What follows belongs to an exercise in optimizing a design on an open flow for small area; a production flow would make more cautious choices.
Only simulation tests tie the RTL to the original design; equivalence was not proved.
Power is estimated from default activity; no workload was simulated. No driver is modelled on the clock port, so clocking that relies on it looks cheaper here than on a real chip.

### run.sh
#!/bin/bash
# synth_recipe.tcl (not shown) runs the flow's synth.tcl, then flattens the netlist and writes it again
# the make line also repeats each setting of config.mk as NAME=value (left out here)
make -C /OpenROAD-flow-scripts/flow DESIGN_CONFIG=/design/flow/config.mk WORK_HOME=/design/flow/orfs CLKGATE_MAP_FILE= SYNTH_SCRIPT=/design/flow/synth_recipe.tcl finish
### config.mk
export PLATFORM = sky130hd
export DESIGN_NAME = flash_ctrl
export DESIGN_NICKNAME = flash_ctrl
export VERILOG_FILES = /design/flow/design.v
export SDC_FILE = /design/flow/constraint.sdc
export NUM_CORES = 4
export LEC_CHECK = 0
export CAP_MARGIN = 20
export CORE_MARGIN = 2
export CORE_UTILIZATION = 70
export CTS_BUF_LIST = sky130_fd_sc_hd__clkbuf_16
export CTS_CLUSTER_DIAMETER = 60
export CTS_CLUSTER_SIZE = 40
export SLEW_MARGIN = 20
### constraint.sdc
create_clock -name core_clock -period 10.0 [get_ports {i_clk}]
set_input_delay 2.0000 -clock core_clock [delete_from_list [all_inputs] [get_ports {i_clk}]]
set_output_delay 2.0000 -clock core_clock [all_outputs]
set_load 0.01 [all_outputs]
### design.v
`timescale 1ns/1ps
package flash_ctrl_pkg;
    typedef enum logic [1:0]
    {
        OP_ERASE = 2'd0,
        OP_WRITE = 2'd1,
        OP_READ  = 2'd2
    } user_op_t;
    typedef enum logic [1:0]
    {
        SPI_INS   = 2'd0,      
        SPI_READ  = 2'd1,
        SPI_WRITE = 2'd2
    } spi_op_t;
    typedef enum logic [3:0]
    {
        ST_IDLE,
        ST_LATCH,
        ST_WREN,
        ST_PP_CMD,
        ST_PP_DATA,
        ST_SE_CMD,
        ST_RD_CMD,
        ST_RD_DATA,
        ST_SR_CMD,
        ST_SR_CHECK,
        ST_BUSY_WAIT
    } seq_state_t;
    localparam int ADDR_W = 24;           
    localparam int DATA_W = 8;
    localparam int NUM_W  = 9;            
    localparam int OP_W   = 32;           
    localparam int LEN_W  = 16;
    localparam logic [DATA_W-1:0] CMD_WREN = 8'h06;
    localparam logic [DATA_W-1:0] CMD_PP   = 8'h02;
    localparam logic [DATA_W-1:0] CMD_SE   = 8'h20;
    localparam logic [DATA_W-1:0] CMD_READ = 8'h03;
    localparam logic [DATA_W-1:0] CMD_RDSR = 8'h05;
    localparam int CMD_BITS     = 8;
    localparam int CMDADDR_BITS = 32;
    localparam int STATUS_CLKS  = 16;     
    localparam int SR_WIP_BIT = 0;        
    localparam int BUSY_WAIT_CYCLES = 256;
    localparam int FIFO_DEPTH       = 256;
endpackage
`timescale 1ns/1ps
`timescale 1ns/1ps
`timescale 1ns/1ps
`timescale 1ns/1ps
import flash_ctrl_pkg::*;
module flash_ctrl
(
    input  logic              i_clk,
    input  logic              i_rst,
    input  logic [1:0]        i_op_type,
    input  logic [ADDR_W-1:0] i_op_addr,
    input  logic [NUM_W-1:0]  i_op_num,
    input  logic              i_op_valid,
    output logic              o_op_ready,
    input  logic [DATA_W-1:0] i_wr_data,
    input  logic              i_wr_sop,
    input  logic              i_wr_eop,
    input  logic              i_wr_valid,
    output logic [DATA_W-1:0] o_rd_data,
    output logic              o_rd_sop,
    output logic              o_rd_eop,
    output logic              o_rd_valid,
    output logic [OP_W-1:0]   o_spi_op_data,
    output logic [1:0]        o_spi_op_type,
    output logic [LEN_W-1:0]  o_spi_op_len,
    output logic [LEN_W-1:0]  o_spi_clk_len,
    output logic              o_spi_op_valid,
    input  logic              i_spi_op_ready,
    output logic [DATA_W-1:0] o_spi_write_data,
    input  logic              i_spi_write_req,
    input  logic [DATA_W-1:0] i_spi_read_data,
    input  logic              i_spi_read_valid
);
    localparam logic [2:0] S_IDLE   = 3'd0;
    localparam logic [2:0] S_WREN   = 3'd1;    
    localparam logic [2:0] S_WREN_W = 3'd2;    
    localparam logic [2:0] S_CMD    = 3'd3;    
    localparam logic [2:0] S_DATA   = 3'd4;    
    localparam logic [2:0] S_POLL   = 3'd5;    
    localparam logic [2:0] S_POLL_W = 3'd6;    
    localparam logic [2:0] S_BUSY   = 3'd7;    
    logic [2:0]        r_state;
    logic [1:0]        r_type;
    logic [ADDR_W-1:0] r_addr;
    logic [NUM_W-1:0]  r_num;         
    logic              r_sr_busy;
    logic [7:0]        r_wait_cnt;
    logic              r_rd_pend;     
    logic              r_rd_valid;
    logic              r_rd_sop;
    logic              r_rd_eop;
    logic [8*FIFO_DEPTH-1:0] r_ring;
    logic [7:0]        r_head;        
    logic [7:0]        w_tap;
    logic              w_accept;
    logic              w_is_read;
    logic              w_is_write;
    logic              w_is_erase;
    logic              w_aligned;
    logic              w_wr_align;
    logic              w_push;
    logic              w_rot;
    logic              w_pop;
    logic              w_rd_pop;
    logic              w_shift;
    logic              w_sr_busy;
    logic              w_cmd;
    logic              w_poll;
    logic [8:0]        w_data_clks;
    assign w_is_read  = (r_type == OP_READ);
    assign w_is_write = (r_type == OP_WRITE);
    assign w_is_erase = (r_type == OP_ERASE);
    assign o_op_ready = (r_state == S_IDLE);
    assign w_accept   = i_op_valid && o_op_ready;
    assign w_aligned  = (r_head[4:0] == 5'd30);
    assign w_wr_align = w_is_write && ((r_state == S_WREN) || (r_state == S_WREN_W) || (r_state == S_CMD));
    assign w_push     = i_wr_valid || ((r_state == S_DATA) && w_is_read && i_spi_read_valid);
    assign w_rot      = (w_wr_align || r_rd_pend) && !w_aligned;
    assign w_rd_pop   = r_rd_pend && w_aligned;
    assign w_pop      = w_rd_pop || ((r_state == S_DATA) && i_spi_write_req);
    assign w_shift    = w_push || w_rot || w_pop;
    always_ff @(posedge i_clk)
    begin
        if (w_shift)
            r_ring <= {r_ring[8*FIFO_DEPTH-9:0],
                       w_push ? (i_wr_valid ? i_wr_data : i_spi_read_data)
                              : r_ring[8*FIFO_DEPTH-1 -: 8]};
    end
    always_ff @(posedge i_clk)
    begin
        if (w_accept && (i_op_type == OP_READ))
            r_head <= 8'hff;                     
        else if (i_wr_valid && i_wr_sop)
            r_head <= 8'h00;
        else if (w_push || w_rot)
            r_head <= r_head + 1'b1;
    end
    always_comb
    begin
        w_tap = '0;
        for (int k = 0; k < 8; k++)
            if (r_head[7:5] == 3'(k))
                w_tap = r_ring[8*(32*k+31) +: 8];
    end
    assign o_spi_write_data = w_tap;
    assign o_rd_data        = w_tap;
    always_ff @(posedge i_clk or posedge i_rst)
    begin
        if (i_rst)
        begin
            r_rd_pend  <= 1'b0;
            r_rd_valid <= 1'b0;
            r_rd_sop   <= 1'b0;
            r_rd_eop   <= 1'b0;
        end
        else
        begin
            if ((r_state == S_DATA) && w_is_read && i_spi_op_ready)
                r_rd_pend <= 1'b1;
            else if (w_rd_pop && (r_num == NUM_W'(1)))
                r_rd_pend <= 1'b0;
            r_rd_valid <= w_rd_pop;
            r_rd_sop   <= w_rd_pop && !r_rd_valid;
            r_rd_eop   <= w_rd_pop && (r_num == NUM_W'(1));
        end
    end
    assign o_rd_valid = r_rd_valid;
    assign o_rd_sop   = r_rd_sop;
    assign o_rd_eop   = r_rd_eop;
    always_ff @(posedge i_clk)
    begin
        if (w_accept)
        begin
            r_type <= i_op_type;
            r_addr <= i_op_addr;
        end
    end
    always_ff @(posedge i_clk)
    begin
        if (w_accept)
            r_num <= i_op_num;
        else if (w_rd_pop)
            r_num <= r_num - 1'b1;
    end
    assign w_sr_busy = r_sr_busy || (i_spi_read_valid && i_spi_read_data[SR_WIP_BIT]);
    always_ff @(posedge i_clk or posedge i_rst)
    begin
        if (i_rst)
        begin
            r_state   <= S_IDLE;
            r_sr_busy <= 1'b0;
        end
        else
        begin
            case (r_state)
                S_IDLE:
                    if (w_accept)
                        r_state <= (i_op_type == OP_READ) ? S_CMD : S_WREN;
                S_WREN:
                    if (i_spi_op_ready)
                        r_state <= S_WREN_W;
                S_WREN_W:
                    if (i_spi_op_ready)
                        r_state <= S_CMD;
                S_CMD:
                    if (o_spi_op_valid && i_spi_op_ready)
                        r_state <= S_DATA;
                S_DATA:
                    if (i_spi_op_ready)
                        r_state <= S_POLL;
                S_POLL:
                    if (i_spi_op_ready)
                        r_state <= S_POLL_W;
                S_POLL_W:
                    if (i_spi_op_ready)
                        r_state <= w_sr_busy ? S_BUSY : S_IDLE;
                default:
                    if (r_wait_cnt == 8'hff)
                        r_state <= S_POLL;
            endcase
            if (r_state == S_POLL)
                r_sr_busy <= 1'b0;
            else if ((r_state == S_POLL_W) && i_spi_read_valid)
                r_sr_busy <= i_spi_read_data[SR_WIP_BIT];
        end
    end
    always_ff @(posedge i_clk)
    begin
        r_wait_cnt <= (r_state == S_BUSY) ? r_wait_cnt + 1'b1 : 8'h00;
    end
    assign w_cmd  = (r_state == S_CMD);
    assign w_poll = (r_state == S_POLL);
    assign o_spi_op_valid = (r_state == S_WREN) || w_poll || (w_cmd && (!w_is_write || w_aligned));
    assign w_data_clks = r_num + 9'd4;
    always_comb
    begin
        o_spi_op_data = {CMD_WREN, ADDR_W'(0)};
        o_spi_op_type = SPI_INS;
        o_spi_op_len  = LEN_W'(CMD_BITS);
        o_spi_clk_len = LEN_W'(CMD_BITS);
        if (w_poll)
        begin
            o_spi_op_data = {CMD_RDSR, ADDR_W'(0)};
            o_spi_op_type = SPI_READ;
            o_spi_clk_len = LEN_W'(STATUS_CLKS);
        end
        else if (w_cmd)
        begin
            o_spi_op_len = LEN_W'(CMDADDR_BITS);
            if (w_is_erase)
            begin
                o_spi_op_data = {CMD_SE, r_addr};
                o_spi_clk_len = LEN_W'(CMDADDR_BITS);
            end
            else if (w_is_write)
            begin
                o_spi_op_data = {CMD_PP, r_addr};
                o_spi_op_type = SPI_WRITE;
                o_spi_clk_len = LEN_W'({w_data_clks, 3'b000});
            end
            else
            begin
                o_spi_op_data = {CMD_READ, r_addr};
                o_spi_op_type = SPI_READ;
                o_spi_clk_len = LEN_W'({w_data_clks, 3'b000});
            end
        end
    end
endmodule
==> results of run 1 <==
[power groups by stage]
stage | clock network, mW | logic [mW] | registers [mW]
global route | 6.04 | 0.702 | 13.1
detailed placement | 0 | 0.655 | 13.0
finish | 5.59 | 0.655 | 12.9
floorplan | 0 | 0.412 | 12.7
global placement | 0 | 0.633 | 13.0
CTS | 5.78 | 0.660 | 13.0
[worst paths after layout]
path / startpoint / endpoint / slack (ns) / cells past startpoint
max: r_state[1]$_DFFE_PP0P_ / o_spi_clk_len[5] / 4.18 / 6
min: r_ring[1928]$_DFFE_PP_ / r_ring[1936]$_DFFE_PP_ / 0.39 / 0
max reg2reg: r_state[2]$_DFFE_PP0P_ / r_ring[293]$_DFFE_PP_ / 5.88 / 6
min reg2reg: r_ring[1928]$_DFFE_PP_ / r_ring[1936]$_DFFE_PP_ / 0.39 / 0
max in group asynchronous: i_rst / r_state[0]$_DFFE_PP0P_ / 8.19 / 2
min in group asynchronous: i_rst / r_rd_pend$_DFFE_PP0P_ / 1.54 / 2
[layout make-up]
class | instances | area (µm²) | share of cell area, %
antenna | 1 | 2.50 | 0.00344
clock buffer | 116 | 2900 | 3.99
clock inverter | 104 | 1480 | 2.03
inverter | 17 | 63.8 | 0.0877
multi-input combinational | 347 | 2160 | 2.97
sequential | 2107 | 63100 | 86.7
tap | 1254 | 1570 | 2.16
timing repair buffer | 141 | 1500 | 2.06
[state kept, by name (all words and copies together) (netlist names)]
signal      count
r_rd_pend       1
r_sr_busy       1
r_rd_valid      1
r_head          8
r_rd_eop        1
r_num           9
r_rd_sop        1
r_state         3
r_type          2
r_ring       2048
r_wait_cnt      8
r_addr         24
[logic make-up after synthesis]
kind of cell | after synthesis
AOI/OAI and AO/OA | 97
xor gates and xnor gates | 17
adders and majority gates | 7
buffers and inverters | 81
DFF | 2107
muxes | 17
other | 1
and+or+nand+nor | 184
[layer usage]
| metal | global-route usage [%] | share of wire (%) | vias to the layer above |
|---|---|---|---|
| met4 | 4.67 | 2.0 | 2 |
| met1 | 28.8 | 48 | 11900 |
| met5 | 0 | 0.014 | - |
| li1 | - | - | 10400 |
| met2 | 26.2 | 46 | 463 |
| met3 | 2.98 | 3.8 | 148 |
[placed cells by master, fill, tap and decap left out, drive strengths merged, types with 3 or more instances in the layout]
cell	netlist	layout
edfxtp	2083	2083
clkdlybuf4s50	0	120
clkbuf	20	116
inv	17	78
nor2	52	52
nand2	44	44
clkinv	0	35
o21ai	31	31
and3	26	26
conb	1	25
buf	44	21
nand3	20	20
mux2i	16	16
dfxtp	16	16
a221oi	9	9
a22o	9	9
xor2	9	9
nor3	9	9
a21oi	8	8
o2bb2ai	8	8
xnor2	8	8
dfrtp	8	8
nand4	7	7
ha	7	7
clkinvlp	0	6
nor2b	6	6
a31oi	5	5
o31a	4	4
o21a	3	3
nor4	3	3
o2111ai	3	3
and2	3	3
a211oi	3	3
==> run_results.csv, run 1 <==
group,metric,value,unit
clock_network,cts_root_buffer,"clkbuf_16",
sta,setup_violations,0,
sta,fin_crit,5.82,ns
floorplanning,io_pins,147,
grt,grt.total_usage,17.8,%
synth,synthSimpleGateAreaFrac,1.39,%
sta,drv_slew,0,
route,viasPerCell,5.61,
power,seqPwrFrac,67.4,%
placed_design,dp.cells,3866,
power,power.total,19.2,mW
critical_path,worstSetupPathType,"reg2out",
synth,synth-warning-count,1,
clock_network,insertion_delay,0.74,ns
clock_network,cts_setup_buffers,0,
route,wl_per_cell,21.3,µm
sta,layout_setup_ws,4.18,ns
synth,synth_top_cell_by_area,"edfxtp_1",
run,maxCapViolations,0,
critical_path,cpMaxStageDelayCell,"nor2b_2",
clock_network,cts_buffers,116,
placed_design,io_buffers,120,
clock_network,cts_buffer_depth,3,
status,status,"timing/DRC/antenna clean",
floorplanning,die_w,310,µm
synth,synth_area_per_cell,26.1,µm²
synth,synth_edf_count,2083,
synth,synthCells,2511,
critical_path,critPathMaxFanout,27,
route,first_pass_iters,5,
synth,yosysSeqAreaShare,96.2,%
sta,hold_violations,0,
critical_path,crit_required,8.00,ns
final_layout,final_core_util,78.2,%
clock_network,clock-sinks,2107,
synth,synth_fa_ha_area_share,0.134,%
synth,netlist_top_cells_area,"edfxtp_1, dfxtp_1, buf_4, dfrtp_1, nor2_1",
synth,yosys.area.top_type_share,95.4,%
floorplanning,rows,112,
grt,grt_first_pass_wirelength,127,mm
final_layout,finalNetCount,2797,
sta,grt_setup_unrepaired,"no",
clock_network,cts_max_level,3,
route,drc_errors,0,
final_layout,area_growth,11.0,%
synth,synth_top_family_by_area,"simple AND/OR/NAND/NOR gates",
synth,synth_flop_cell,"edfxtp_1",
synth,ys_top_cells_by_count,"edfxtp_1, nor2_1, nand2_1",
power,clkPwrFrac,29.1,%
sta,max_freq,172,MHz
route,postRouteAntennaNets,0,
final_layout,nFillCells,4643,
critical_path,end_kind,"primary output",
power,netSwitchingPower,4.27,mW
placed_design,pre_cts_ws,4.17,ns
synth,synth_mux_area_share,0.262,%
critical_path,max_stage_delay,0.80,ns
synth,async_flop_share,0.380,%
synth,synth_compound_area_share,1.08,%
critical_path,worstPathArrival,3.82,ns
power,p_leak,28.9,nW
grt,antenna_found_initial,12,
sta,clock_skew,0.0269,ns
clock_network,post_cts_resize_count,0,
placed_design,dp_hpwl,42.5,mm
final_layout,final_cells,4087,
grt,grt_pass1_vias,21700,
synth,synth-seq-cells,2107,
critical_path,crit_family,"simple AND/OR/NAND/NOR gates",
critical_path,path_cells,"nor2b_2, and2_0, inv_1, nor3_1, a21o_1, clkdlybuf4s50_1",
sta,relSlewSlack,32.9,%
power,sw_frac_of_total,22.3,%
floorplanning,die_h,310,µm
route,drt_wl_total,87.1,mm
final_layout,drive_gt1_share,9.04,%
power,combPwrFrac,3.4,%
sta,fin_crit_sh,58.2,%
hold_path,hold_path_class,"reg2reg",
grt,grt-ovfl-total,0,
route,vias,22900,
floorplanning,die-area,96100,µm²
floorplanning,initial_core_util,70.4,%
sta,hold_ws,0.393,ns
route,drt_iter0_drc,2463,
synth,yosysMostFrequentCell,"edfxtp_1",
sta,finalSetupTns,0,ns
synth,synth_area,65600,µm²
critical_path,path_buf_inv,2,
grt,grt_max_degree,210,
placed_design,gp_congestion,0.796,
floorplanning,core,93000,µm²
sta,tightestPinTransition,1.01,ns
power,worst_ir_drop_vdd,0.000202,V
power,p_int,14.9,mW
critical_path,start_kind,"flip-flop",
placed_design,placed_area,68400,µm²
power,power_density,264,nW/µm²
clock_network,ctsHoldBuffers,0,
clock_network,cts_tree,"yes",
synth,synth_cell_types,59,
final_layout,design_area,72700,µm²
synth,synth_xor_area_share,0.227,%
clock_network,clk_pin_slew,0.11,ns
==> inputs of run 2 (changes only) <==
--- a/config.mk
+++ b/config.mk
@@ -10,5 +10,5 @@
 export CORE_UTILIZATION = 70
-export CTS_BUF_LIST = sky130_fd_sc_hd__clkbuf_16
-export CTS_CLUSTER_DIAMETER = 60
-export CTS_CLUSTER_SIZE = 40
+export CTS_BUF_LIST = sky130_fd_sc_hd__clkbuf_8
+export CTS_CLUSTER_DIAMETER = 50
+export CTS_CLUSTER_SIZE = 20
 export SLEW_MARGIN = 20
==> run_results.csv, run 2 <==
group,metric,value,unit
status,status,"timing/DRC/antenna clean",
clock_network,clock-sinks,2107,
critical_path,end_kind,"primary output",
critical_path,cpMaxStageDelayCell,"nor2b_2",
synth,synth-warning-count,1,
synth,synth_top_cell_by_area,"edfxtp_1",
sta,hold_violations,0,
sta,drv_slew,0,
route,met1Wirelength,40.8,mm
floorplanning,die_h,310,µm
hold_path,hold_path_class,"reg2reg",
sta,hold_ws,0.411,ns
synth,synth_cell_types,59,
sta,finalSetupTns,0,ns
critical_path,crit_family,"simple AND/OR/NAND/NOR gates",
sta,fin_crit_sh,59.1,%
synth,synth_flop_cell,"edfxtp_1",
final_layout,drive_gt1_share,8.92,%
placed_design,io_buffers,120,
synth,yosysMostFrequentCell,"edfxtp_1",
placed_design,gp_congestion,0.796,
clock_network,insertion_delay,0.83,ns
synth,synth_area_per_cell,26.1,µm²
grt,grt_first_pass_wirelength,119,mm
grt,grt_max_degree,210,
grt,antenna_found_initial,11,
sta,setup_violations,0,
route,wl_met2,35.2,mm
grt,grt_pass1_vias,21000,
clock_network,ctsHoldBuffers,0,
route,drt_iter0_drc,2490,
floorplanning,io_pins,147,
synth,yosys.area.top_type_share,95.4,%
route,first_pass_iters,7,
sta,fin_crit,5.91,ns
synth,ys_top_cells_by_count,"edfxtp_1, nor2_1, nand2_1",
sta,tightestPinTransition,0.994,ns
grt,grt.total_usage,16.5,%
clock_network,cts_max_level,4,
route,vias,22800,
floorplanning,initial_core_util,70.4,%
final_layout,final_core_util,76.6,%
floorplanning,die-area,96100,µm²
final_layout,nFillCells,4780,
route,top_layer_used,"met5",
floorplanning,core,93000,µm²
synth,synth_area,65600,µm²
clock_network,cts_tree,"yes",
final_layout,mostFrequentLayoutCells,"edfxtp_1, clkbuf_8, clkdlybuf4s50_1, nor2_1, nand2_1",
final_layout,biggestRegsByFlops,"r_ring (2048), r_addr (24), r_num (9)",
clock_network,cts_buffers,141,
sta,relSlewSlack,33.7,%
critical_path,worstPathArrival,3.91,ns
final_layout,area_growth,8.79,%
route,viasPerCell,5.54,
route,wl_per_cell,19.8,µm
final_layout,multi_input_area,2160,µm²
floorplanning,rows,112,
final_layout,register_area,63100,µm²
synth,netlist_top_cells_area,"edfxtp_1, dfxtp_1, buf_4, dfrtp_1, nor2_1",
critical_path,path_cells,"nor2b_2, and2_0, inv_1, nor3_1, a21o_1, clkdlybuf4s50_1",
critical_path,start_kind,"flip-flop",
synth,yosysSeqAreaShare,96.2,%
synth,synth-seq-cells,2107,
final_layout,finalNetCount,2822,
synth,synth_edf_count,2083,
clock_network,clk_pin_slew,0.10,ns
route,drt_wl_total,81.3,mm
clock_network,cts_buffer_depth,3,
clock_network,post_cts_resize_count,0,
placed_design,pre_cts_ws,4.17,ns
critical_path,crit_required,8.00,ns
synth,async_flop_share,0.380,%
route,wl_met3,3.36,mm
critical_path,worstSetupPathType,"reg2out",
power,p_leak,28.3,nW
sta,clock_skew,0.0285,ns
power,worst_ir_drop_vdd,0.000161,V
final_layout,largest_reg_flops,2048,
final_layout,final_common_cell,"edfxtp_1",
placed_design,dp.cells,3866,
placed_design,dp_hpwl,42.5,mm
run,maxCapViolations,0,
clock_network,cts_root_buffer,"clkbuf_8",
final_layout,final_cells,4107,
grt,grt-ovfl-total,0,
critical_path,max_stage_delay,0.81,ns
sta,grt_setup_unrepaired,"no",
power,power_density,250,nW/µm²
critical_path,path_buf_inv,2,
sta,max_freq,169,MHz
route,drc_errors,0,
critical_path,critPathMaxFanout,27,
synth,synthCells,2511,
floorplanning,die_w,310,µm
clock_network,cts_setup_buffers,0,
sta,layout_setup_ws,4.09,ns
final_layout,regMostFlops,"r_ring",
route,postRouteAntennaNets,0,
-- run 2: cells by family after synthesis --
group	Yosys count	share of synthesized area, %
xor gates and xnor gates	17	0.227
other	1	0.00572
muxes	17	0.261
buffers and inverters	81	0.681
DFF	2107	96.2
adders and majority gates	7	0.134
and+or+nand+nor	184	1.39
AOI/OAI and AO/OA	97	1.08
-- run 2: layout make-up --
| class | count | share of cell area [%] |
|---|---|---|
| Clock buffer | 152 | 2.93 |
| Inverter | 17 | 0.0895 |
| Tap cell | 1254 | 2.20 |
| Clock inverter | 85 | 1.19 |
| Antenna cell | 4 | 0.0140 |
| Sequential cell | 2107 | 88.4 |
| Timing Repair Buffer | 141 | 2.10 |
| Multi-Input combinational cell | 347 | 3.02 |
-- run 2: worst paths after layout --
check / startpoint / slack (ns) / depth (start not counted) / to
max in group asynchronous: i_rst / 8.27 / 2 / r_state[0]$_DFFE_PP0P_
min: r_ring[1140]$_DFFE_PP_ / 0.41 / 0 / r_ring[1148]$_DFFE_PP_
max reg2reg: r_state[2]$_DFFE_PP0P_ / 5.86 / 6 / r_ring[582]$_DFFE_PP_
min in group asynchronous: i_rst / 1.44 / 2 / r_rd_sop$_DFF_PP0_
max: r_state[1]$_DFFE_PP0P_ / 4.09 / 6 / o_spi_clk_len[5]
min reg2reg: r_ring[1140]$_DFFE_PP_ / 0.41 / 0 / r_ring[1148]$_DFFE_PP_
-- run 2: metal layers --
metal  vias to the layer above  GRT usage [%]
met5                         -              0
met4                         2           5.68
met3                       153           3.21
met2                       456           22.2
met1                     11700           28.0
li1                      10400              -
-- run 2: power breakdown --
part,internal [mW],switching [mW]
clock network,1.78,2.51
registers,12.1,0.733
logic,0.298,0.356
total,14.2,3.60
-- run 2: through the flow --
| step | cell area (µm²) | total power, mW |
|---|---|---|
| 3_5_place_dp | 68400 | 13.7 |
| 4_1_cts | 71300 | 18.0 |
| 6_report | 71300 | 17.8 |
| 5_1_grt | 71300 | 18.5 |
| 2_1_floorplan | 65700 | 13.1 |
| 3_3_place_gp | 68400 | 13.6 |
-- run 2: worst register-to-register path, stage by stage (launching register included) --
cell and delay (ns):
dfrtp_1 0.59, or3b_4 0.53, a211oi_4 0.39, nor2_4 0.10, nand3_4 0.54, buf_12 0.59, buf_4 0.98
==> inputs of run 3 (changes only) <==
--- a/config.mk
+++ b/config.mk
@@ -9,6 +9,7 @@
 export CORE_MARGIN = 2
-export CORE_UTILIZATION = 70
+export CORE_UTILIZATION = 85
 export CTS_BUF_LIST = sky130_fd_sc_hd__clkbuf_8
-export CTS_CLUSTER_DIAMETER = 50
-export CTS_CLUSTER_SIZE = 20
+export CTS_CLUSTER_DIAMETER = 40
+export CTS_CLUSTER_SIZE = 24
+export PLACE_DENSITY = 0.9
 export SLEW_MARGIN = 20
==> run_results.csv, run 3 <==
group,metric,value,unit
status,status,"aborted with a tool error",
status,stop_stage,"detailed placement (3_5_place_dp)",
status,error_line,"Error: detail_place.tcl, 38 bad optional access",
placed_design,gp_congestion,0.808,
floorplanning,rows,101,
placed_design,io_buffers,120,
synth,yosysMostFrequentCell,"edfxtp_1",
synth,synth_area_per_cell,26.1,µm²
synth,yosysSeqAreaShare,96.2,%
synth,synth_edf_count,2083,
synth,synth_top_cell_by_area,"edfxtp_1",
floorplanning,initial_core_util,86.0,%
synth,async_flop_share,0.380,%
synth,synth_area,65600,µm²
synth,synth_cell_types,59,
synth,synth_flop_cell,"edfxtp_1",
synth,yosys.area.top_type_share,95.4,%
synth,synthCells,2511,
synth,synth-warning-count,1,
floorplanning,die_h,282,µm
synth,synth-seq-cells,2107,
floorplanning,die_w,282,µm
synth,netlist_top_cells_area,"edfxtp_1, dfxtp_1, buf_4, dfrtp_1, nor2_1",
floorplanning,io_pins,147,
synth,ys_top_cells_by_count,"edfxtp_1, nor2_1, nand2_1",
## run 3: how the worst max path moves through the flow
stage,from,endpoint,slack (ns),cells after the start
3_3_place_gp,i_wr_valid,r_ring[1334]$_DFFE_PP_,3.83,6
2_1_floorplan,i_wr_valid,r_ring[0]$_DFFE_PP_,-13.09,4
## run 3: kinds of logic after synthesis
family | synth area share, %
multiplexers | 0.261
adder cells (fa/ha/maj) | 0.134
other | 0.00572
buffers and inverters | 0.681
flip-flops | 96.2
AO/OA/AOI/OAI | 1.08
AND/OR/NAND/NOR | 1.39
XOR/XNOR | 0.227
## run 3: power by group through the flow
stage / sequential [mW] / clock (mW) / combinational [mW]
3_3_place_gp: 13.0 / 0 / 0.615
2_1_floorplan: 12.7 / 0 / 0.412
## run 3: per-stage QoR
stage	cell area (µm²)	cells
floorplan	65700	2535
global placement	68100	3643
==> inputs of run 4 (changes only) <==
--- a/config.mk
+++ b/config.mk
@@ -9,7 +9,3 @@
 export CORE_MARGIN = 2
-export CORE_UTILIZATION = 85
-export CTS_BUF_LIST = sky130_fd_sc_hd__clkbuf_8
-export CTS_CLUSTER_DIAMETER = 40
-export CTS_CLUSTER_SIZE = 24
-export PLACE_DENSITY = 0.9
+export CORE_UTILIZATION = 40
 export SLEW_MARGIN = 20
==> run_results.csv, run 4 <==
group,metric,value,unit
placed_design,gp_congestion,0.780,
synth,synth_cell_types,59,
route,postRouteAntennaNets,0,
clock_network,cts_max_level,4,
route,drt_iter0_drc,2565,
synth,synth_area,65600,µm²
sta,max_freq,170,MHz
clock_network,cts_buffer_depth,3,
sta,relSlewSlack,28.2,%
floorplanning,core,163000,µm²
grt,grt-ovfl-total,0,
final_layout,largest_reg_flops,2048,
clock_network,clock-sinks,2107,
final_layout,final_common_cell,"edfxtp_1",
clock_network,cts_tree,"yes",
route,viasPerCell,4.53,
final_layout,design_area,75300,µm²
route,first_pass_iters,5,
floorplanning,die_h,409,µm
sta,drv_slew,0,
floorplanning,initial_core_util,40.3,%
power,worst_ir_drop_vdd,0.000186,V
critical_path,crit_required,8.00,ns
grt,grt_pass1_vias,22000,
synth,yosys.area.top_type_share,95.4,%
sta,grt_setup_unrepaired,"no",
final_layout,finalNetCount,2869,
sta,hold_violations,0,
power,clkPwrFrac,33.2,%
floorplanning,rows,148,
sta,finalSetupTns,0,ns
clock_network,post_cts_resize_count,0,
final_layout,area_growth,14.9,%
floorplanning,die_w,409,µm
critical_path,rrSetupSlack,5.70,ns
power,power_density,270,nW/µm²
critical_path,reg2regPathDepth,6,
final_layout,drive_gt1_share,10.1,%
clock_network,ctsHoldBuffers,0,
grt,antenna_found_initial,16,
route,drc_errors,0,
power,sw_frac_of_total,19.9,%
sta,clock_skew,0.0177,ns
run,maxCapViolations,0,
synth,netlist_top_cells_area,"edfxtp_1, dfxtp_1, buf_4, dfrtp_1, nor2_1",
synth,synth_area_per_cell,26.1,µm²
power,combPwrFrac,3.2,%
sta,fin_crit_sh,58.8,%
grt,grt_first_pass_wirelength,130,mm
grt,grt_max_degree,210,
clock_network,cts_buffers,185,
power,p_int,16.3,mW
synth,synth_edf_count,2083,
route,wl_per_cell,17.0,µm
hold_path,holdPathStages,0,
power,p_leak,29.7,nW
power,seqPwrFrac,63.6,%
grt,grt.total_usage,10.1,%
critical_path,start_kind,"flip-flop",
synth,synth_flop_cell,"edfxtp_1",
critical_path,critPathMaxFanout,27,
clock_network,insertion_delay,0.77,ns
hold_path,hold_path_class,"reg2reg",
sta,tightestPinTransition,1.08,ns
synth,synth-seq-cells,2107,
clock_network,cts_setup_buffers,0,
sta,setup_violations,0,
final_layout,regMostFlops,"r_ring",
floorplanning,die-area,167000,µm²
critical_path,worstSetupPathType,"reg2out",
route,vias,23200,
power,power.total,20.3,mW
power,netSwitchingPower,4.04,mW
placed_design,placed_area,69500,µm²
critical_path,end_kind,"primary output",
placed_design,io_buffers,120,
synth,yosysSeqAreaShare,96.2,%
final_layout,biggestRegsByFlops,"r_ring (2048), r_addr (24), r_num (9)",
critical_path,r2r-end,"r_ring[1359]$_DFFE_PP_",
synth,synthCells,2511,
clock_network,clk_pin_slew,0.06,ns
critical_path,cp-startpoint,"r_state[1]$_DFFE_PP0P_",
hold_path,hold_end,"r_ring[479]$_DFFE_PP_",
synth,synth_top_cell_by_area,"edfxtp_1",
critical_path,worstPathArrival,3.88,ns
floorplanning,io_pins,147,
final_layout,mostFrequentLayoutCells,"edfxtp_1, clkbuf_16, clkdlybuf4s50_1, nor2_1, nand2_1",
synth,async_flop_share,0.380,%
synth,yosysMostFrequentCell,"edfxtp_1",
route,drt_wl_total,87.2,mm
status,status,"timing/DRC/antenna clean",
placed_design,dp_hpwl,45.7,mm
synth,ys_top_cells_by_count,"edfxtp_1, nor2_1, nand2_1",
hold_path,min_from,"r_ring[471]$_DFFE_PP_",
clock_network,cts_root_buffer,"clkbuf_16",
critical_path,r2r_start,"r_state[2]$_DFFE_PP0P_",
synth,synth-warning-count,1,
sta,fin_crit,5.88,ns
## run 4: how the worst max path moves through the flow
stage / endpoint / slack [ns] / depth (start not counted)
2_1_floorplan: r_ring[0]$_DFFE_PP_ / -13.09 / 4
3_3_place_gp: r_ring[1092]$_DFFE_PP_ / 4.27 / 7
3_5_place_dp: r_ring[1076]$_DFFE_PP_ / 4.19 / 7
4_1_cts: o_spi_write_data[0] / 4.00 / 6
5_1_grt: o_spi_clk_len[5] / 3.85 / 6
6_report: o_spi_clk_len[5] / 4.12 / 6
## run 4: cell type report
cell class | count | area [µm²]
Fill cell | 13100 | 87500
Sequential cell | 2107 | 63100
Clock buffer | 236 | 4970
Tap cell | 2175 | 2720
Multi-Input combinational cell | 347 | 2160
Timing Repair Buffer | 144 | 1520
Clock inverter | 100 | 800
Inverter | 17 | 63.8
Antenna cell | 4 | 10.0
## run 4: metal layers
metal  routed length (µm)  share of wire, %  track usage (%)  up-vias
li1                     -                 -                -    10600
met1                45200                52             16.5    12000
met2                35000                40             12.8      489
met3                 4670               5.3             2.39      184
met4                 2380               2.7             4.10        0
met5                    0                 0                0        -
## run 4: worst max-delay path, stage by stage, from the launching register on
cell and delay (ns):
dfrtp_1 0.73, nor2b_2 0.79, and2_0 0.36, inv_1 0.15
nor3_1 0.38, a21o_1 0.13, clkdlybuf4s50_1 0.56
## run 4: logic make-up after synthesis
kind of cell	count (synthesis)	synth area share [%]
compound gates	97	1.08
buf+inv	81	0.681
fa+ha+maj	7	0.134
other cells	1	0.00572
simple gates	184	1.39
xor+xnor	17	0.227
mux	17	0.261
flops	2107	96.2
## run 4: stage by stage
step           hold WS, ns  setup slack, ns  std cells  utilization (%)
2_1_floorplan        0.400           -13.09       2535                -
3_3_place_gp         0.401             4.27       4789             42.7
3_5_place_dp         0.405             4.19       4789             42.7
4_1_cts              0.402             4.00       5125             46.2
5_1_grt              0.410             3.85       5126             46.3
6_report             0.402             4.12       5130             46.3
## run 4: power by group through the flow
stage / clock, mW / sequential, mW / combinational [mW]
floorplan: 0 / 12.7 / 0.412
global placement: 0 / 13.0 / 0.654
detailed placement: 0 / 13.1 / 0.662
CTS: 6.99 / 12.9 / 0.665
global route: 7.32 / 13.1 / 0.705
finish: 6.74 / 12.9 / 0.657
==> inputs of run 5 (changes only) <==
==> flow/run.sh (new file) <==
#!/bin/bash
# Standard layout with two changes to what the flow inserts (the design and constraints are
# untouched): port buffers use the smallest buffer, and clock tree synthesis adds no dummy
# loads.
set -e
export BUFFER_PORTS_ARGS="-buffer_cell sky130_fd_sc_hd__buf_1"
export CTS_ARGS="-sink_clustering_enable -repair_clock_nets -sink_clustering_size 20 -sink_clustering_max_diameter 50 -buf_list sky130_fd_sc_hd__clkbuf_8 -dont_use_dummy_load"
bash standard.sh > standard.log 2>&1
==> standard.sh (new file) <==
#!/bin/bash
# synth_recipe.tcl (not shown) runs the flow's synth.tcl, then flattens the netlist and writes it again
# the make line also repeats each setting of config.mk as NAME=value (left out here)
make -C /OpenROAD-flow-scripts/flow DESIGN_CONFIG=/design/flow/config.mk WORK_HOME=/design/flow/orfs CLKGATE_MAP_FILE= SYNTH_SCRIPT=/design/flow/synth_recipe.tcl "${@:-finish}"
--- a/config.mk
+++ b/config.mk
@@ -9,3 +9,6 @@
 export CORE_MARGIN = 2
-export CORE_UTILIZATION = 40
+export CORE_UTILIZATION = 70
+export CTS_BUF_LIST = sky130_fd_sc_hd__clkbuf_8
+export CTS_CLUSTER_DIAMETER = 50
+export CTS_CLUSTER_SIZE = 20
 export SLEW_MARGIN = 20
removed: run.sh
==> run_results.csv, run 5 <==
group,metric,value,unit
status,status,"timing/DRC/antenna clean",
sta,fin_crit,5.57,ns
synth,synth_flop_cell,"edfxtp_1",
power,worst_ir_drop_vdd,0.000172,V
power,netSwitchingPower,3.35,mW
clock_network,cts_max_level,4,
synth,synth_area,65600,µm²
power,combPwrFrac,3.0,%
sta,layout_setup_ws,4.43,ns
clock_network,insertion_delay,0.83,ns
route,viasPerCell,5.65,
final_layout,design_area,69600,µm²
power,p_leak,27.5,nW
clock_network,post_cts_resize_count,0,
final_layout,nFillCells,4974,
route,drt_iter0_drc,2592,
final_layout,multi_input_area,2160,µm²
synth,yosysMostFrequentCell,"edfxtp_1",
floorplanning,io_pins,147,
final_layout,mostFrequentLayoutCells,"edfxtp_1, clkbuf_8, buf_1, nor2_1, nand2_1",
route,vias,22700,
route,first_pass_iters,6,
grt,grt_max_degree,214,
hold_path,min_from,"r_ring[146]$_DFFE_PP_",
critical_path,r2r_start,"r_state[0]$_DFFE_PP0P_",
placed_design,dp_hpwl,41.7,mm
synth,netlist_top_cells_area,"edfxtp_1, dfxtp_1, buf_4, dfrtp_1, nor2_1",
sta,drv_slew,0,
grt,grt-ovfl-total,0,
clock_network,cts_tree,"yes",
run,maxCapViolations,0,
floorplanning,core,93000,µm²
sta,tightestPinTransition,1.08,ns
sta,clock_skew,0.0755,ns
final_layout,register_area,63100,µm²
hold_path,hold_end,"r_ring[154]$_DFFE_PP_",
sta,hold_violations,0,
placed_design,dp.cells,3866,
power,p_int,13.6,mW
clock_network,ctsHoldBuffers,0,
critical_path,crit_required,8.00,ns
final_layout,final_core_util,74.8,%
sta,grt_setup_unrepaired,"no",
final_layout,regMostFlops,"r_ring",
grt,grt_first_pass_wirelength,119,mm
sta,hold_ws,0.369,ns
floorplanning,die-area,96100,µm²
hold_path,holdPathStages,0,
final_layout,final_cells,4013,
critical_path,end_kind,"primary output",
synth,async_flop_share,0.380,%
final_layout,area_growth,6.15,%
synth,synth-seq-cells,2107,
clock_network,cts_buffers,144,
floorplanning,die_w,310,µm
power,power_density,244,nW/µm²
route,postRouteAntennaNets,0,
clock_network,cts_root_buffer,"clkbuf_8",
synth,yosys.area.top_type_share,95.4,%
synth,yosysSeqAreaShare,96.2,%
final_layout,largest_reg_flops,2048,
sta,fin_crit_sh,55.7,%
final_layout,final_common_cell,"edfxtp_1",
critical_path,start_kind,"flip-flop",
sta,finalSetupTns,0,ns
grt,grt.total_usage,16.5,%
critical_path,reg2regPathDepth,6,
floorplanning,initial_core_util,70.4,%
sta,max_freq,179,MHz
critical_path,r2r-end,"r_ring[479]$_DFFE_PP_",
synth,synth_cell_types,59,
critical_path,rrSetupSlack,5.67,ns
synth,synth-warning-count,1,
power,power.total,17.0,mW
synth,synth_area_per_cell,26.1,µm²
final_layout,biggestRegsByFlops,"r_ring (2048), r_addr (24), r_num (9)",
route,drc_errors,0,
synth,synth_edf_count,2083,
critical_path,worstSetupPathType,"reg2out",
clock_network,clk_pin_slew,0.10,ns
clock_network,cts_setup_buffers,0,
power,seqPwrFrac,76.0,%
final_layout,drive_gt1_share,6.60,%
clock_network,clock-sinks,2107,
floorplanning,rows,112,
placed_design,io_buffers,120,
placed_design,placed_area,67600,µm²
final_layout,finalNetCount,2825,
critical_path,critPathMaxFanout,23,
synth,synthCells,2511,
power,sw_frac_of_total,19.8,%
clock_network,cts_buffer_depth,3,
floorplanning,die_h,310,µm
synth,synth_top_cell_by_area,"edfxtp_1",
sta,setup_violations,0,
sta,relSlewSlack,28.0,%
hold_path,hold_path_class,"reg2reg",
placed_design,pre_cts_ws,4.52,ns
grt,grt_pass1_vias,21100,
route,drt_wl_total,80.4,mm
route,wl_per_cell,20.0,µm
synth,ys_top_cells_by_count,"edfxtp_1, nor2_1, nand2_1",
placed_design,gp_congestion,0.821,
power,clkPwrFrac,21.0,%
grt,antenna_found_initial,8,
critical_path,worstPathArrival,3.57,ns
[run 5: final cells by class]
class	instances	area share (%)
flip-flops and latches	2107	90.6
diodes	3	0.0108
repair buffers	141	1.05
clock buffers	144	2.85
inverters	17	0.0917
multi-input cells	347	3.10
well taps	1254	2.25
[run 5: per-layer routing]
layer / part of all wire, % / global-route usage [%]
met1: 50 / 27.7
met5: 0.016 / 0
met3: 4.6 / 3.30
met2: 43 / 22.0
met4: 2.5 / 5.95
[run 5: critical path, stage by stage (launching register included)]
cell,delay [ns]
dfxtp_1,0.99
nor2b_1,0.62
o2bb2ai_1,0.22
a221oi_1,0.20
o21ai_0,0.56
buf_1,0.21
[run 5: power groups by stage]
stage | combinational, mW | clock [mW] | sequential [mW]
3_3_place_gp | 0.494 | 0 | 13.0
4_1_cts | 0.516 | 3.75 | 12.9
5_1_grt | 0.564 | 4.04 | 13.1
3_5_place_dp | 0.513 | 0 | 13.0
6_report | 0.517 | 3.56 | 12.9
2_1_floorplan | 0.412 | 0 | 12.7
[run 5: worst max path at each step]
stage                      startpoint               endpoint  slack (ns)  cells after the start
2_1_floorplan              i_wr_valid    r_ring[0]$_DFFE_PP_      -13.09                      4
3_3_place_gp               i_wr_valid  r_ring[479]$_DFFE_PP_        4.68                      7
3_5_place_dp               i_wr_valid  r_ring[447]$_DFFE_PP_        4.52                      7
4_1_cts        r_state[1]$_DFFE_PP0P_       o_spi_clk_len[5]        4.18                      6
5_1_grt        r_state[1]$_DFFE_PP0P_       o_spi_clk_len[5]        4.21                      6
6_report       r_head[5]$_SDFFE_PP1P_           o_rd_data[2]        4.43                      5
[run 5: logic make-up (layout without fill, tap and decap cells)]
logic type | after synthesis | after routing | synth area share (%)
other cells | 1 | 28 | 0.00572
mux | 17 | 17 | 0.261
compound gates | 97 | 97 | 1.08
simple gates | 184 | 184 | 1.39
flops | 2107 | 2107 | 96.2
buf+inv | 81 | 302 | 0.681
xor+xnor | 17 | 17 | 0.227
fa+ha+maj | 7 | 7 | 0.134
==> inputs of run 6 (changes only) <==
--- a/design.v
+++ b/design.v
@@ -91,3 +91,2 @@
     logic              r_sr_busy;
-    logic [7:0]        r_wait_cnt;
     logic              r_rd_pend;     
@@ -119,3 +118,3 @@
     assign w_accept   = i_op_valid && o_op_ready;
-    assign w_aligned  = (r_head[4:0] == 5'd30);
+    assign w_aligned  = (r_head[4:0] == 5'd31);
     assign w_wr_align = w_is_write && ((r_state == S_WREN) || (r_state == S_WREN_W) || (r_state == S_CMD));
@@ -135,7 +134,5 @@
     begin
-        if (w_accept && (i_op_type == OP_READ))
-            r_head <= 8'hff;                     
-        else if (i_wr_valid && i_wr_sop)
-            r_head <= 8'h00;
-        else if (w_push || w_rot)
+        if (w_accept)
+            r_head <= i_op_num[7:0];
+        else if (w_rot)
             r_head <= r_head + 1'b1;
@@ -181,2 +178,6 @@
         end
+        else if (w_poll)
+            r_addr[7:0] <= 8'h00;
+        else if (r_state == S_BUSY)
+            r_addr[7:0] <= r_addr[7:0] + 1'b1;
     end
@@ -222,3 +223,3 @@
                 default:
-                    if (r_wait_cnt == 8'hff)
+                    if (r_addr[7:0] == 8'hff)
                         r_state <= S_POLL;
@@ -230,6 +231,2 @@
         end
-    end
-    always_ff @(posedge i_clk)
-    begin
-        r_wait_cnt <= (r_state == S_BUSY) ? r_wait_cnt + 1'b1 : 8'h00;
     end
==> flow/run.sh (replaced) <==
#!/bin/bash
# Standard layout with two changes to what the flow inserts (the design and constraints are
# untouched): port buffers use the smallest buffer, and clock tree synthesis adds no dummy
# loads.
set -e
export BUFFER_PORTS_ARGS="-buffer_cell sky130_fd_sc_hd__buf_1"
export CTS_ARGS="-sink_clustering_enable -repair_clock_nets -sink_clustering_size 32 -sink_clustering_max_diameter 70 -buf_list sky130_fd_sc_hd__clkbuf_16 -dont_use_dummy_load "
bash standard.sh > standard.log 2>&1
--- a/config.mk
+++ b/config.mk
@@ -9,6 +9,6 @@
 export CORE_MARGIN = 2
-export CORE_UTILIZATION = 70
-export CTS_BUF_LIST = sky130_fd_sc_hd__clkbuf_8
-export CTS_CLUSTER_DIAMETER = 50
-export CTS_CLUSTER_SIZE = 20
+export CORE_UTILIZATION = 80
+export CTS_BUF_LIST = sky130_fd_sc_hd__clkbuf_16
+export CTS_CLUSTER_DIAMETER = 70
+export CTS_CLUSTER_SIZE = 32
 export SLEW_MARGIN = 20
==> run_results.csv, run 6 <==
group,metric,value,unit
status,status,"aborted with a tool error",
synth,synth_cell_types,53,
floorplanning,io_pins,147,
synth,synth-seq-cells,2099,
floorplanning,die_h,290,µm
synth,synth_flop_cell,"edfxtp_1",
placed_design,gp_congestion,0.862,
floorplanning,die_w,290,µm
synth,synth_edf_count,2091,
synth,synth_area,65300,µm²
status,error_line,"[ERROR DPL-0033] detailed placement checks failed during check placement.",
floorplanning,initial_core_util,80.9,%
floorplanning,rows,104,
placed_design,dp_hpwl,55.0,mm
synth,synth-warning-count,1,
synth,netlist_top_cells_area,"edfxtp_1, mux4_2, buf_4, dfrtp_1, and3_1",
placed_design,io_buffers,119,
status,stop_stage,"detailed placement (3_5_place_dp)",
synth,synth_top_cell_by_area,"edfxtp_1",
synth,yosys.area.top_type_share,96.2,%
synth,yosysSeqAreaShare,96.5,%
synth,synth_area_per_cell,27.0,µm²
synth,synthCells,2416,
synth,async_flop_share,0.381,%
synth,ys_top_cells_by_count,"edfxtp_1, buf_4, nand2_1",
synth,yosysMostFrequentCell,"edfxtp_1",
## run 6: changes by cell type after synthesis, moves of 9 or more
| cell | previous run | this run |
|---|---|---|
| a21oi_1 | 8 | 17 |
| a221oi_1 | 9 | 0 |
| nand2_1 | 44 | 35 |
| dfxtp_1 | 16 | 0 |
| clkbuf_1 | 20 | 7 |
| nor2_1 | 52 | 22 |
| a22o_1 | 9 | 0 |
| mux4_2 | 0 | 16 |
| nand3_1 | 20 | 11 |
## run 6: power by group through the flow
stage	clock network, mW	registers [mW]	logic (mW)
global placement	0	17.1	0.991
floorplan	0	16.9	0.761
## run 6: kinds of logic after synthesis
family / share of synthesized area, %
muxes: 0.813
AOI/OAI and AO/OA: 0.554
and+or+nand+nor: 1.06
adders and majority gates: 0.134
DFF: 96.5
other: 0.00574
xor gates and xnor gates: 0.295
buffers and inverters: 0.667
## run 6: worst min path at each step
stage                   depth (start not counted)             startpoint                      to
after global placement                          0    r_ring[1]$_DFFE_PP_     r_ring[9]$_DFFE_PP_
after floorplan                                 0  r_ring[992]$_DFFE_PP_  r_ring[1000]$_DFFE_PP_
## run 6: through the flow
step	std cells	setup WS (ns)	instance area [µm²]	total power [mW]	hold slack, ns
after floorplan	2440	-12.93	65400	17.6	0.400
after global placement	3582	4.66	67100	18.1	0.404
==> inputs of run 7 (changes only) <==
==> flow/run.sh (replaced) <==
#!/bin/bash
# Standard layout with two changes to what the flow inserts (the design and constraints are
# untouched): port buffers use the smallest buffer, and clock tree synthesis adds no dummy
# loads.
set -e
export BUFFER_PORTS_ARGS="-buffer_cell sky130_fd_sc_hd__buf_1"
export CTS_ARGS="-sink_clustering_enable -repair_clock_nets -sink_clustering_size 32 -sink_clustering_max_diameter 80 -buf_list sky130_fd_sc_hd__clkbuf_16 -dont_use_dummy_load "
bash standard.sh > standard.log 2>&1
--- a/config.mk
+++ b/config.mk
@@ -9,5 +9,5 @@
 export CORE_MARGIN = 2
-export CORE_UTILIZATION = 80
+export CORE_UTILIZATION = 70
 export CTS_BUF_LIST = sky130_fd_sc_hd__clkbuf_16
-export CTS_CLUSTER_DIAMETER = 70
+export CTS_CLUSTER_DIAMETER = 80
 export CTS_CLUSTER_SIZE = 32
==> run_results.csv, run 7 <==
group,metric,value,unit
route,first_pass_iters,5,
synth,yosysMostFrequentCell,"edfxtp_1",
critical_path,critPathMaxFanout,16,
route,vias,21800,
critical_path,cpMaxStageDelayCell,"mux4_2",
grt,antenna_found_initial,8,
clock_network,cts_buffers,75,
critical_path,worstSetupPathType,"reg2out",
sta,setup_violations,0,
synth,synth_edf_count,2091,
clock_network,cts_root_buffer,"clkbuf_16",
clock_network,insertion_delay,0.66,ns
synth,synth_area_per_cell,27.0,µm²
clock_network,cts_setup_buffers,0,
synth,synth_xor_area_share,0.295,%
grt,grt_max_degree,210,
sta,relSlewSlack,26.3,%
critical_path,end_kind,"primary output",
synth,netlist_top_cells_area,"edfxtp_1, mux4_2, buf_4, dfrtp_1, and3_1",
grt,grt_pass1_vias,19800,
sta,clock_skew,0.0351,ns
critical_path,path_cells,"buf_4, mux4_2, mux2_2, buf_1",
run,maxCapViolations,0,
final_layout,mostFrequentLayoutCells,"edfxtp_1, buf_1, clkbuf_16, nand2_1, and3_1",
clock_network,post_cts_resize_count,0,
floorplanning,initial_core_util,70.3,%
synth,yosys.area.top_type_share,96.2,%
sta,tightestPinTransition,1.11,ns
final_layout,area_growth,6.01,%
sta,fin_crit,4.73,ns
route,viasPerCell,5.65,
floorplanning,die_w,309,µm
synth,synthSimpleGateAreaFrac,1.06,%
placed_design,io_buffers,119,
synth,synth-warning-count,1,
grt,grt-ovfl-total,0,
synth,ys_top_cells_by_count,"edfxtp_1, buf_4, nand2_1",
grt,grt.total_usage,16.0,%
synth,synth_compound_area_share,0.554,%
clock_network,ctsHoldBuffers,0,
final_layout,nFillCells,5055,
clock_network,clk_pin_slew,0.12,ns
route,drt_wl_total,77.5,mm
critical_path,max_stage_delay,0.60,ns
final_layout,drive_gt1_share,5.30,%
clock_network,cts_buffer_depth,3,
power,worst_ir_drop_vdd,0.000180,V
power,power.total,21.6,mW
route,drt_iter0_drc,2329,
critical_path,crit_required,8.00,ns
placed_design,dp_hpwl,39.2,mm
clock_network,clock-sinks,2099,
synth,synth_flop_cell,"edfxtp_1",
sta,finalSetupTns,0,ns
final_layout,biggestRegsByFlops,"r_ring (2048), r_addr (24), r_num (9)",
synth,synth_cell_types,53,
sta,fin_crit_sh,47.3,%
synth,synth_mux_area_share,0.812,%
route,postRouteAntennaNets,0,
route,drc_errors,0,
synth,synth_area,65300,µm²
route,wl_per_cell,20.1,µm
clock_network,cts_tree,"yes",
sta,grt_setup_unrepaired,"no",
floorplanning,rows,112,
critical_path,worstPathArrival,2.73,ns
power,p_leak,25.6,nW
final_layout,regMostFlops,"r_ring",
final_layout,finalNetCount,2671,
floorplanning,io_pins,147,
critical_path,start_kind,"flip-flop",
synth,synth_fa_ha_area_share,0.134,%
clock_network,cts_max_level,3,
power,power_density,312,nW/µm²
synth,synth_top_family_by_area,"simple AND/OR/NAND/NOR gates",
synth,async_flop_share,0.381,%
hold_path,hold_path_class,"reg2reg",
synth,synth-seq-cells,2099,
floorplanning,core,92900,µm²
synth,synthCells,2416,
status,status,"timing/DRC/antenna clean",
sta,hold_violations,0,
floorplanning,die-area,95700,µm²
final_layout,final_common_cell,"edfxtp_1",
synth,yosysSeqAreaShare,96.5,%
grt,grt_first_pass_wirelength,115,mm
synth,synth_top_cell_by_area,"edfxtp_1",
final_layout,largest_reg_flops,2048,
sta,max_freq,212,MHz
sta,drv_slew,0,
floorplanning,die_h,309,µm
placed_design,gp_congestion,0.791,
[run 7: cell counts after synthesis]
No cell type changed its count.
[run 7: report_power, final]
part | total (mW) | switching (mW) | internal (mW)
Sequential | 17.0 | 1.55 | 15.5
Combinational | 1.01 | 0.688 | 0.321
Clock | 3.55 | 2.19 | 1.36
Total | 21.6 | 4.43 | 17.2
[run 7: area by class of cell]
type	instances	area [µm²]	area share [%]
Sequential cell	2099	63000	91.0
Multi-Input combinational cell	272	1990	2.87
Clock buffer	75	1880	2.71
Tap cell	1254	1570	2.27
Timing Repair Buffer	142	732	1.06
Inverter	14	52.6	0.0759
Antenna cell	3	7.51	0.0108
[run 7: critical path, delay by kind of cell (launching register included)]
kind	cells	cell delay (ns)
muxes	2	0.97
buffers and inverters	2	0.61
DFF	1	0.44
[run 7: logic make-up after synthesis]
| group | count (synthesis) |
|---|---|
| adder cells (fa/ha/maj) | 7 |
| multiplexers | 32 |
| AND/OR/NAND/NOR | 127 |
| buffers and inverters | 69 |
| AO/OA/AOI/OAI | 59 |
| other | 1 |
| flip-flops | 2099 |
| XOR/XNOR | 22 |
[run 7: layer usage]
metal  share of wire [%]  vias up  track usage (%)  wire (µm)
li1                    -     9888                -          -
met1                  51    11400             27.6      39500
met2                  43      422             21.8      33100
met3                 4.3      105             2.85       3300
met4                 2.1        6             3.99       1610
met5               0.045        -                0         35
[run 7: per-stage QoR]
step	setup WS [ns]	hold WS, ns	std cells	utilization, %	cell area (µm²)
CTS	4.89	0.412	3856	74.5	69200
global route	5.08	0.411	3858	74.5	69200
detailed placement	4.61	0.405	3781	72.5	67300
global placement	4.76	0.402	3781	72.5	67300
floorplan	-12.93	0.400	2440	-	65400
finish	5.27	0.411	3859	74.5	69200
[run 7: final timing paths]
| check | from | end | slack [ns] | cells after the start |
|---|---|---|---|---|
| worst max register to register | r_state[0]$_DFFE_PP0P_ | r_ring[707]$_DFFE_PP_ | 5.62 | 5 |
| worst min register to register | r_ring[1848]$_DFFE_PP_ | r_ring[1856]$_DFFE_PP_ | 0.41 | 0 |
| worst min-delay path | r_ring[1848]$_DFFE_PP_ | r_ring[1856]$_DFFE_PP_ | 0.41 | 0 |
| max in group asynchronous | i_rst | r_state[0]$_DFFE_PP0P_ | 8.45 | 2 |
| min in group asynchronous | i_rst | r_state[2]$_DFFE_PP0P_ | 1.26 | 2 |
| worst max-delay path | r_head[5]$_DFFE_PP_ | o_spi_write_data[0] | 5.27 | 4 |
==> inputs of run 8 (changes only) <==
--- a/design.v
+++ b/design.v
@@ -103,2 +103,3 @@
     logic              w_aligned;
+    logic              w_ins32;
     logic              w_wr_align;
@@ -118,3 +119,4 @@
     assign w_accept   = i_op_valid && o_op_ready;
-    assign w_aligned  = (r_head[4:0] == 5'd31);
+    assign w_aligned  = (r_head[5:0] == 6'd63);
+    assign w_ins32    = !i_wr_valid && w_is_read && !r_num[5];
     assign w_wr_align = w_is_write && ((r_state == S_WREN) || (r_state == S_WREN_W) || (r_state == S_CMD));
@@ -128,5 +130,9 @@
         if (w_shift)
-            r_ring <= {r_ring[8*FIFO_DEPTH-9:0],
-                       w_push ? (i_wr_valid ? i_wr_data : i_spi_read_data)
-                              : r_ring[8*FIFO_DEPTH-1 -: 8]};
+        begin
+            r_ring <= {r_ring[8*FIFO_DEPTH-9:0], r_ring[8*FIFO_DEPTH-1 -: 8]};
+            if (w_push && !w_ins32)
+                r_ring[7:0] <= i_wr_valid ? i_wr_data : i_spi_read_data;
+            if (w_push && w_ins32)
+                r_ring[8*32 +: 8] <= i_spi_read_data;
+        end
     end
@@ -135,3 +141,3 @@
         if (w_accept)
-            r_head <= i_op_num[7:0];
+            r_head <= {i_op_num[7:6], i_op_num[5] || (i_op_type == OP_READ), i_op_num[4:0]};
         else if (w_rot)
@@ -142,5 +148,5 @@
         w_tap = '0;
-        for (int k = 0; k < 8; k++)
-            if (r_head[7:5] == 3'(k))
-                w_tap = r_ring[8*(32*k+31) +: 8];
+        for (int k = 0; k < 4; k++)
+            if (r_head[7:6] == 2'(k))
+                w_tap = r_ring[8*(64*k+63) +: 8];
     end
==> flow/run.sh (replaced) <==
#!/bin/bash
# Standard layout with two changes to what the flow inserts (the design and constraints are
# untouched): port buffers use the smallest buffer, and clock tree synthesis adds no dummy
# loads.
set -e
export BUFFER_PORTS_ARGS="-buffer_cell sky130_fd_sc_hd__buf_1"
export CTS_ARGS="-sink_clustering_enable -repair_clock_nets -sink_clustering_size 34 -sink_clustering_max_diameter 60 -buf_list sky130_fd_sc_hd__clkbuf_16 -dont_use_dummy_load "
bash standard.sh > standard.log 2>&1
--- a/config.mk
+++ b/config.mk
@@ -11,4 +11,4 @@
 export CTS_BUF_LIST = sky130_fd_sc_hd__clkbuf_16
-export CTS_CLUSTER_DIAMETER = 80
-export CTS_CLUSTER_SIZE = 32
+export CTS_CLUSTER_DIAMETER = 60
+export CTS_CLUSTER_SIZE = 34
 export SLEW_MARGIN = 20
==> run_results.csv, run 8 <==
group,metric,value,unit
synth,synth_top_cell_by_area,"edfxtp_1",
floorplanning,rows,111,
route,drt_iter0_drc,2382,
critical_path,crit_family,"simple AND/OR/NAND/NOR gates",
clock_network,cts_setup_buffers,0,
run,maxCapViolations,0,
synth,synth-seq-cells,2099,
critical_path,crit_required,8.00,ns
synth,synth_area_per_cell,27.0,µm²
floorplanning,core,91800,µm²
floorplanning,die_h,309,µm
route,first_pass_iters,6,
clock_network,post_cts_resize_count,0,
route,wl_per_cell,19.6,µm
sta,grt_setup_unrepaired,"no",
floorplanning,io_pins,147,
clock_network,cts_max_level,3,
final_layout,regMostFlops,"r_ring",
final_layout,area_growth,7.35,%
sta,max_freq,189,MHz
synth,synthCells,2405,
synth,ys_top_cells_by_count,"edfxtp_1, buf_4, nand2_1",
grt,grt_first_pass_wirelength,115,mm
synth,synth_cell_types,48,
clock_network,insertion_delay,0.71,ns
power,p_leak,26.0,nW
final_layout,mostFrequentLayoutCells,"edfxtp_1, buf_1, clkbuf_16, nand2_1, nor2_1",
power,worst_ir_drop_vdd,0.000181,V
critical_path,cpMaxStageDelayCell,"dfrtp_1",
clock_network,cts_buffer_depth,3,
critical_path,max_stage_delay,0.72,ns
route,drt_wl_total,75.7,mm
sta,fin_crit_sh,52.8,%
synth,yosysMostFrequentCell,"edfxtp_1",
placed_design,dp.cells,3754,
grt,grt_max_degree,236,
hold_path,hold_path_class,"reg2reg",
grt,grt-ovfl-total,0,
status,status,"timing/DRC/antenna clean",
clock_network,clk_pin_slew,0.08,ns
placed_design,io_buffers,119,
floorplanning,die_w,309,µm
synth,yosys.area.top_type_share,96.6,%
grt,grt_pass1_vias,20300,
sta,finalSetupTns,0,ns
clock_network,clock-sinks,2099,
critical_path,path_buf_inv,2,
clock_network,cts_tree,"yes",
critical_path,start_kind,"flip-flop",
synth,synth-warning-count,1,
final_layout,drive_gt1_share,5.72,%
placed_design,placed_area,67000,µm²
critical_path,worstSetupPathType,"reg2out",
critical_path,worstPathArrival,3.28,ns
grt,antenna_found_initial,3,
critical_path,path_cells,"nand2_1, nor2_2, inv_1, nor3_1, nor2_1, buf_1",
sta,hold_violations,0,
synth,async_flop_share,0.381,%
sta,clock_skew,0.0822,ns
power,power_density,303,nW/µm²
sta,tightestPinTransition,1.19,ns
synth,netlist_top_cells_area,"edfxtp_1, buf_4, dfrtp_1, mux4_2, and2_1",
floorplanning,initial_core_util,70.8,%
final_layout,largest_reg_flops,2048,
final_layout,nFillCells,4806,
route,drc_errors,0,
critical_path,end_kind,"primary output",
sta,drv_slew,0,
final_layout,final_cells,3867,
critical_path,critPathMaxFanout,28,
sta,setup_violations,0,
placed_design,dp_hpwl,35.3,mm
synth,synth_flop_cell,"edfxtp_1",
clock_network,cts_buffers,110,
clock_network,ctsHoldBuffers,0,
placed_design,gp_congestion,0.841,
clock_network,cts_root_buffer,"clkbuf_16",
sta,fin_crit,5.28,ns
route,viasPerCell,5.64,
grt,grt.total_usage,15.7,%
final_layout,design_area,69800,µm²
sta,relSlewSlack,20.6,%
synth,synth_edf_count,2091,
synth,yosysSeqAreaShare,96.9,%
route,vias,21800,
floorplanning,die-area,95300,µm²
power,power.total,21.2,mW
route,postRouteAntennaNets,0,
synth,synth_area,65000,µm²
final_layout,biggestRegsByFlops,"r_ring (2048), r_addr (24), r_num (9)",
final_layout,finalNetCount,2691,
final_layout,final_common_cell,"edfxtp_1",
## run 8: changes by cell type after synthesis, moves of 3 or more
| cell | delta |
|---|---|
| mux2_2 | -4 |
| and2_1 | +24 |
| buf_2 | -4 |
| o21ai_0 | +3 |
| a21oi_1 | +5 |
| and3_1 | -29 |
| clkbuf_1 | +3 |
| mux4_2 | -8 |
| mux2_4 | +4 |
| nor2_1 | +5 |
## run 8: worst paths after layout
check,start,end,slack (ns),depth (start not counted)
max in group asynchronous,i_rst,r_rd_eop$_DFF_PP0_,8.54,2
min reg2reg,r_ring[314]$_DFFE_PP_,r_ring[322]$_DFFE_PP_,0.38,0
min in group asynchronous,i_rst,r_rd_sop$_DFF_PP0_,1.23,2
min,r_ring[314]$_DFFE_PP_,r_ring[322]$_DFFE_PP_,0.38,0
max reg2reg,r_head[3]$_DFFE_PP_,r_ring[1657]$_DFFE_PP_,6.25,6
max,r_state[1]$_DFFE_PP0P_,o_spi_op_data[25],4.72,6
## run 8: stage by stage
step           utilization (%)  hold WS (ns)  setup WS [ns]
3_3_place_gp              73.0         0.401           5.15
4_1_cts                   76.0         0.364           4.69
3_5_place_dp              73.0         0.405           5.06
2_1_floorplan                -         0.400         -70.19
6_report                  76.0         0.376           4.72
5_1_grt                   76.0         0.374           4.44
## run 8: area by class of cell
class,instances,area [µm²],area share (%)
Sequential cell,2099,63000,90.2
Inverter,14,52.6,0.0753
Antenna cell,1,2.50,0.00359
Clock buffer,110,2750,3.94
Tap cell,1243,1560,2.23
Timing Repair Buffer,136,727,1.04
Multi-Input combinational cell,264,1720,2.47
## run 8: worst register-to-register path: stages (launching register included)
cell      delay [ns]
edfxtp_1        0.43
and4_1          0.35
nand3_1         0.31
nand4_1         0.48
buf_12          0.67
buf_12          0.56
buf_16          0.45
## run 8: per-layer routing
layer	up-vias	track usage, %	wire, µm
met3	153	2.97	3270
met4	0	5.46	2300
met1	11300	27.4	39300
li1	9871	-	-
met2	484	20.4	30800
met5	-	0	0
## run 8: power breakdown
part | switching, mW | total, mW | internal (mW)
sequential | 1.33 | 16.1 | 14.8
clock | 2.33 | 4.28 | 1.95
combinational | 0.533 | 0.769 | 0.235
## run 8: logic make-up after synthesis
family,count (synthesis),share of synthesized area (%)
flops,2099,96.9
simple gates,125,0.962
buf+inv,66,0.633
compound gates,61,0.537
mux,24,0.562
xor+xnor,23,0.310
fa+ha+maj,6,0.115
other cells,1,0.00577

## afterwards: timing with drivers on the ports
The results above use ideal ports. As a check the final layouts listed here were re-extracted and re-timed, cells and wires unchanged.
Step 1: set_driving_cell puts a clkbuf_16 on i_clk and a buf_2 on each other input, an assumption about the parent block.
Step 2 times the ports against the registers' clock, not the clock port: input delays grow and output delays shrink by t, the midpoint of the rising clock arrivals with the driver on.
Three values: ideal, step 1, step 2; two values: the first two.
run	t (ns)	slack for setup (ns)	latest minus earliest clock arrival (ns)	worst slew at a driven data input, ns
run 1	0.796	4.176 / 4.103 / 4.130	0.038 / 0.038	0.14
run 2	0.876	4.093 / 4.031 / 4.102	0.031 / 0.030	0.13
run 4	0.833	4.122 / 4.054 / 4.244	0.026 / 0.025	0.06
run 5	0.855	4.426 / 4.361 / 4.558	0.076 / 0.076	0.13
run 7	0.718	5.272 / 5.202 / 4.668	0.039 / 0.039	0.08
run 8	0.742	4.717 / 4.644 / 5.012	0.083 / 0.083	0.06
After both steps every run listed still meets setup and hold. The setup slack of run 7, which loses most, moves by -0.070 ns with the drivers and by -0.604 ns with both steps.
